From an optimization exercise on the open Yosys and OpenROAD flow, aimed at small area; shortcuts taken in it are not production practice.
In this exercise RTL edits were held to simulation tests only and were not proved equivalent to the original.
Power is estimated from default activity; no workload was simulated.

==> flow/design.v <==
`default_nettype none
package collect_pkg;
  typedef logic [7:0] sample_t;
  typedef enum logic [1:0] {
    SRC_NONE = 2'd0,   
    SRC_ADC  = 2'd1,
    SRC_UDP  = 2'd2,
    SRC_LINK = 2'd3
  } src_sel_e;
  typedef enum logic {
    PKT_IDLE = 1'b0,   
    PKT_SEND = 1'b1    
  } pkt_state_e;
  localparam int NUM_KEYS = 4;
  localparam int DEF_CNT_MAX = 999_999;
  localparam int DEF_FIFO_DEPTH = 64;
  localparam int DEF_PKT_LEN = 16;
  localparam int DEF_CREDITS = 8;
endpackage
`default_nettype wire
`default_nettype none
`timescale 1ns/100ps
module key_filter (
  input  logic sys_clk,
  input  logic sys_rst_n,
  input  logic key_in,     
  output logic key_flag    
);
  localparam logic [19:0] S_START = 20'hd7fd9;   
  localparam logic [19:0] S_END   = 20'h2aaaa;   
  logic [19:0] cnt;
  assign key_flag = (cnt == S_END);
  always_ff @(posedge sys_clk) begin
    if (key_in || !sys_rst_n) cnt <= S_START;
    else                      cnt <= {~cnt[18:0], ~(cnt[19] ^ cnt[16] ^ key_flag)};
  end
endmodule
`default_nettype wire
`default_nettype none
`timescale 1ns/100ps
module source_select (
  input  logic                          sys_clk,
  input  logic                          sys_rst_n,
  input  logic [collect_pkg::NUM_KEYS-1:0] key_flag,
  input  collect_pkg::sample_t          adc_data,
  input  logic                          adc_valid,
  input  collect_pkg::sample_t          udp_rx_data,
  input  logic                          udp_rx_valid,
  input  collect_pkg::sample_t          link_data,
  input  logic                          link_valid,
  output collect_pkg::sample_t          pick_data,    
  output logic                          pick_valid,
  output logic                          tx_en
);
  logic [3:0] mode;   
  always_ff @(posedge sys_clk) begin
    if (!sys_rst_n) mode <= '0;
    else            mode <= mode ^ key_flag;
  end
  assign tx_en = mode[0];
  assign pick_valid = mode[1] ? adc_valid : mode[2] ? udp_rx_valid : mode[3] & link_valid;
  assign pick_data  = mode[1] ? adc_data  : mode[2] ? udp_rx_data  : link_data;
endmodule
`default_nettype wire
`default_nettype none
`timescale 1ns/100ps
module sample_fifo (
  input  logic                 sys_clk,
  input  logic                 sys_rst_n,
  input  collect_pkg::sample_t pick_data,
  input  logic                 pick_valid,
  input  logic                 rd_en,       
  output collect_pkg::sample_t head_data,   
  output logic                 full,        
  output logic                 pkt_ready,   
  output logic                 overflow
);
  collect_pkg::sample_t mem [64];
  logic [6:0] top;     
  logic       pend;    
  logic       drop;    
  logic       full_next;
  logic       shift;
  assign full      = (top == 7'd63) && !pend;
  assign pkt_ready = !top[6] && ((top[5:4] != 2'd0) || (top[3:0] == 4'd15 && !pend));
  assign full_next = (top == 7'd63) && !rd_en;
  assign shift     = pick_valid && !full_next;
  logic       up, dn;
  logic [6:0] top_flip;
  assign up = shift && !rd_en;
  assign dn = rd_en && !shift;
  always_comb begin
    logic ones, zeros;   
    ones  = 1'b1;
    zeros = 1'b1;
    for (int i = 0; i < 7; i++) begin
      top_flip[i] = (up && ones) || (dn && zeros);
      ones  = ones && top[i];
      zeros = zeros && !top[i];
    end
  end
  always_ff @(posedge sys_clk) begin
    if (!sys_rst_n) begin
      top  <= '1;
      pend <= 1'b0;
      drop <= 1'b0;
    end else begin
      top  <= top ^ top_flip;
      pend <= shift;
      drop <= pick_valid && full_next;
    end
  end
  always_ff @(posedge sys_clk or negedge sys_rst_n) begin
    if (!sys_rst_n)  overflow <= 1'b0;
    else if (drop)   overflow <= 1'b1;   
  end
  always_ff @(posedge sys_clk) begin
    if (shift) begin
      mem[0] <= pick_data;
      for (int i = 1; i < 64; i++) mem[i] <= mem[i-1];
    end
  end
  logic [7:0]  lo_n, hi_n;   
  logic [63:0] sel;
  always_comb begin
    for (int j = 0; j < 8; j++) begin
      lo_n[j] = (top[2:0] != 3'(j));
      hi_n[j] = (top[5:3] != 3'(j));
    end
  end
  for (genvar i = 0; i < 64; i++) begin : g_sel
    gate_nor2 u_sel (.a(hi_n[i/8]), .b(lo_n[i%8]), .y(sel[i]));
  end
  for (genvar b = 0; b < 8; b++) begin : g_rd
    logic [21:0] p_n;   
    logic [5:0]  q;
    for (genvar k = 0; k < 21; k++) begin : g_p
      gate_aoi222 u_p (
        .a1(mem[3*k][b]),   .a2(sel[3*k]),
        .b1(mem[3*k+1][b]), .b2(sel[3*k+1]),
        .c1(mem[3*k+2][b]), .c2(sel[3*k+2]),
        .y (p_n[k]));
    end
    gate_nand2 u_p21 (.a(mem[63][b]), .b(sel[63]), .y(p_n[21]));
    for (genvar k = 0; k < 5; k++) begin : g_q
      gate_nand4 u_q (.a(p_n[4*k]), .b(p_n[4*k+1]), .c(p_n[4*k+2]), .d(p_n[4*k+3]), .y(q[k]));
    end
    gate_nand2 u_q5 (.a(p_n[20]), .b(p_n[21]), .y(q[5]));
    assign head_data[b] = |q;
  end
endmodule
`default_nettype wire
module gate_nor2 (input logic a, b, output logic y);
  assign y = !(a || b);
endmodule
module gate_nand2 (input logic a, b, output logic y);
  assign y = !(a && b);
endmodule
module gate_nand4 (input logic a, b, c, d, output logic y);
  assign y = !(a && b && c && d);
endmodule
module gate_aoi222 (input logic a1, a2, b1, b2, c1, c2, output logic y);
  assign y = !((a1 && a2) || (b1 && b2) || (c1 && c2));
endmodule
`default_nettype wire
`default_nettype none
`timescale 1ns/100ps
module pkt_sender (
  input  logic                 sys_clk,
  input  logic                 sys_rst_n,
  input  logic                 tx_en,
  input  logic                 pkt_ready,   
  input  collect_pkg::sample_t head_data,
  output logic                 rd_en,
  input  logic                 tx_credit,   
  output collect_pkg::sample_t tx_data,
  output logic                 tx_valid,
  output logic                 tx_sop,
  output logic                 tx_eop
);
  logic       sending;
  logic [3:0] byte_cnt;   
  logic [3:0] used;       
  logic       send;
  assign send  = sending && !used[3];
  assign rd_en = send;
  logic [3:0] cnt_flip, used_flip;
  logic       up, dn;
  assign up = send && !tx_credit;
  assign dn = tx_credit && !send;
  always_comb begin
    logic cnt_ones, ones, zeros;   
    cnt_ones = 1'b1;
    ones     = 1'b1;
    zeros    = 1'b1;
    for (int i = 0; i < 4; i++) begin
      cnt_flip[i]  = send && cnt_ones;
      used_flip[i] = (up && ones) || (dn && zeros);
      cnt_ones = cnt_ones && byte_cnt[i];
      ones     = ones && used[i];
      zeros    = zeros && !used[i];
    end
  end
  always_ff @(posedge sys_clk) begin
    if (!sys_rst_n) begin
      sending  <= 1'b0;
      byte_cnt <= '0;
      used     <= '0;
    end else begin
      if (!sending) begin
        if (tx_en && pkt_ready) sending <= 1'b1;
      end else if (send && byte_cnt == 4'd15) begin
        sending <= 1'b0;
      end
      byte_cnt <= byte_cnt ^ cnt_flip;
      used     <= used ^ used_flip;
    end
  end
  always_ff @(posedge sys_clk or negedge sys_rst_n) begin
    if (!sys_rst_n) tx_valid <= 1'b0;
    else            tx_valid <= send;
  end
  always_ff @(posedge sys_clk) begin
    tx_data <= head_data;
  end
  assign tx_sop = tx_valid && byte_cnt == 4'd1;
  assign tx_eop = tx_valid && byte_cnt == 4'd0;
endmodule
`default_nettype wire
`default_nettype none
`timescale 1ns/100ps
module collect_top (
  input  logic                             sys_clk,
  input  logic                             sys_rst_n,
  input  logic [collect_pkg::NUM_KEYS-1:0] keys,          
  input  collect_pkg::sample_t             adc_data,
  input  logic                             adc_valid,
  input  collect_pkg::sample_t             udp_rx_data,
  input  logic                             udp_rx_valid,
  input  collect_pkg::sample_t             link_data,
  input  logic                             link_valid,
  input  logic                             tx_credit,
  output collect_pkg::sample_t             tx_data,
  output logic                             tx_valid,
  output logic                             tx_sop,
  output logic                             tx_eop,
  output logic                             overflow
);
  logic [collect_pkg::NUM_KEYS-1:0] key_flag;
  collect_pkg::sample_t             pick_data;
  logic                             pick_valid;
  logic                             tx_en;
  collect_pkg::sample_t             head_data;
  logic                             full;
  logic                             pkt_ready;
  logic                             rd_en;
  for (genvar i = 0; i < collect_pkg::NUM_KEYS; i++) begin : g_key
    key_filter key_filter_inst (
      .sys_clk  (sys_clk),
      .sys_rst_n(sys_rst_n),
      .key_in   (keys[i]),
      .key_flag (key_flag[i])
    );
  end
  source_select source_select_inst (
    .sys_clk     (sys_clk),
    .sys_rst_n   (sys_rst_n),
    .key_flag    (key_flag),
    .adc_data    (adc_data),
    .adc_valid   (adc_valid),
    .udp_rx_data (udp_rx_data),
    .udp_rx_valid(udp_rx_valid),
    .link_data   (link_data),
    .link_valid  (link_valid),
    .pick_data   (pick_data),
    .pick_valid  (pick_valid),
    .tx_en       (tx_en)
  );
  sample_fifo sample_fifo_inst (
    .sys_clk   (sys_clk),
    .sys_rst_n (sys_rst_n),
    .pick_data (pick_data),
    .pick_valid(pick_valid),
    .rd_en     (rd_en),
    .head_data (head_data),
    .full      (full),
    .pkt_ready (pkt_ready),
    .overflow  (overflow)
  );
  pkt_sender pkt_sender_inst (
    .sys_clk  (sys_clk),
    .sys_rst_n(sys_rst_n),
    .tx_en    (tx_en),
    .pkt_ready(pkt_ready),
    .head_data(head_data),
    .rd_en    (rd_en),
    .tx_credit(tx_credit),
    .tx_data  (tx_data),
    .tx_valid (tx_valid),
    .tx_sop   (tx_sop),
    .tx_eop   (tx_eop)
  );
endmodule
`default_nettype wire
Settings: LEC_CHECK=0, CAP_MARGIN=20, CORE_MARGIN=2, CORE_UTILIZATION=40, SLEW_MARGIN=20; clock period 4.0 ns.
standard.sh (not shown) runs the stock make flow with config.mk's settings and CLKGATE_MAP_FILE= SYNTH_SCRIPT=/design/flow/synth_recipe.tcl, a recipe that flattens the netlist after the stock synthesis.
==> flow/flow/run.sh <==
#!/bin/bash
# Layout flow: the standard flow (standard.sh) with these changes:
#  - Yosys's abc step maps the logic with the area-oriented script in
#    flow/abc_speed.script (the registers are mapped before abc, as standard);
#  - clock tree synthesis uses the buffers and clustering given below and
#    inserts no dummy loads;
#  - every input and output port still gets its own buffer, a buf_1;
#  - the single-gate modules of the fifo's read port (gate_*) are kept apart
#    while Yosys maps the logic, so each becomes one cell; the netlist is
#    flattened after synthesis as standard.
# Each tool's full output is in the ORFS logs under orfs/logs; make's own
# output is in standard_flow.log.
set -euo pipefail
W=$(pwd)
rm -rf "$W/scripts_mod"
cp -r "$FLOW_HOME/scripts" "$W/scripts_mod"
cp "$W/flow/abc_speed.script" "$W/scripts_mod/abc_speed.script"
bash "$W/standard.sh" SCRIPTS_DIR="$W/scripts_mod" \
  "CTS_ARGS=-sink_clustering_enable -repair_clock_nets -dont_use_dummy_load -buf_list sky130_fd_sc_hd__clkbuf_8 -sink_clustering_size 18 -sink_clustering_max_diameter 60" \
  "SYNTH_KEEP_MODULES=gate_nor2 gate_nand2 gate_nand4 gate_aoi222" \
  "BUFFER_PORTS_ARGS=-buffer_cell sky130_fd_sc_hd__buf_1" \
  finish > "$W/standard_flow.log" 2>&1
==> flow/flow/abc_speed.script <==
&get -n
&st
&dch
&nf -a
&put
topo
stime -c
Then changed:
--- a/flow/design.v
+++ b/flow/design.v
@@ -85,27 +85,13 @@
   assign pkt_ready = !top[6] && ((top[5:4] != 2'd0) || (top[3:0] == 4'd15 && !pend));
   assign full_next = (top == 7'd63) && !rd_en;
   assign shift     = pick_valid && !full_next;
-  logic       up, dn;
-  logic [6:0] top_flip;
-  assign up = shift && !rd_en;
-  assign dn = rd_en && !shift;
-  always_comb begin
-    logic ones, zeros;   
-    ones  = 1'b1;
-    zeros = 1'b1;
-    for (int i = 0; i < 7; i++) begin
-      top_flip[i] = (up && ones) || (dn && zeros);
-      ones  = ones && top[i];
-      zeros = zeros && !top[i];
-    end
-  end
   always_ff @(posedge sys_clk) begin
     if (!sys_rst_n) begin
       top  <= '1;
       pend <= 1'b0;
       drop <= 1'b0;
     end else begin
-      top  <= top ^ top_flip;
+      top  <= top + 7'(shift) - 7'(rd_en);
       pend <= shift;
       drop <= pick_valid && full_next;
     end
@@ -184,23 +170,6 @@
   logic       send;
   assign send  = sending && !used[3];
   assign rd_en = send;
-  logic [3:0] cnt_flip, used_flip;
-  logic       up, dn;
-  assign up = send && !tx_credit;
-  assign dn = tx_credit && !send;
-  always_comb begin
-    logic cnt_ones, ones, zeros;   
-    cnt_ones = 1'b1;
-    ones     = 1'b1;
-    zeros    = 1'b1;
-    for (int i = 0; i < 4; i++) begin
-      cnt_flip[i]  = send && cnt_ones;
-      used_flip[i] = (up && ones) || (dn && zeros);
-      cnt_ones = cnt_ones && byte_cnt[i];
-      ones     = ones && used[i];
-      zeros    = zeros && !used[i];
-    end
-  end
   always_ff @(posedge sys_clk) begin
     if (!sys_rst_n) begin
       sending  <= 1'b0;
@@ -212,8 +181,8 @@
       end else if (send && byte_cnt == 4'd15) begin
         sending <= 1'b0;
       end
-      byte_cnt <= byte_cnt ^ cnt_flip;
-      used     <= used ^ used_flip;
+      if (send) byte_cnt <= byte_cnt + 1'b1;
+      used <= used + 4'(send) - 4'(tx_credit);
     end
   end
   always_ff @(posedge sys_clk or negedge sys_rst_n) begin
Clock-buffer cell count came out higher by 1.
Register-to-register slack gains 0.11 ns.
Sequential share of layout area is lower by 0.60 points.
Setup slack improves by 0.11 ns.
Total power goes up slightly.
Global-route usage hardly moves.

## static timing again, ports no longer ideal
No port has a modelled driver above. Below, the same layouts with a new extraction and two added sets of constraints.
Step 1 assumes that a clkbuf_16 drives the clock port and a buf_2 every other input.
Step 2, shift: input delay + t, output delay - t, t = (earliest + latest rising clock arrival at the registers) / 2. This alone moves slack from input paths to output paths.
Three values: ideal ports, drivers, drivers and shift; two values: the first two.
| run | t (ns) | setup WS [ns] | worst setup path after step 2 | worst register clock-pin slew, ns | pins driven straight from the clock port |
|---|---|---|---|---|---|
| the first run | 0.679 | 0.858 / 0.858 / 0.858 | register to register | 0.11 / 0.11 | 1 |
| the second run | 0.649 | 0.964 / 0.964 / 0.954 | input to register | 0.11 / 0.11 | 1 |
After both steps every run listed still meets setup and hold. For the second run, which loses most, drivers alone change the setup slack by 0.000 ns; drivers and shift together by -0.010 ns.
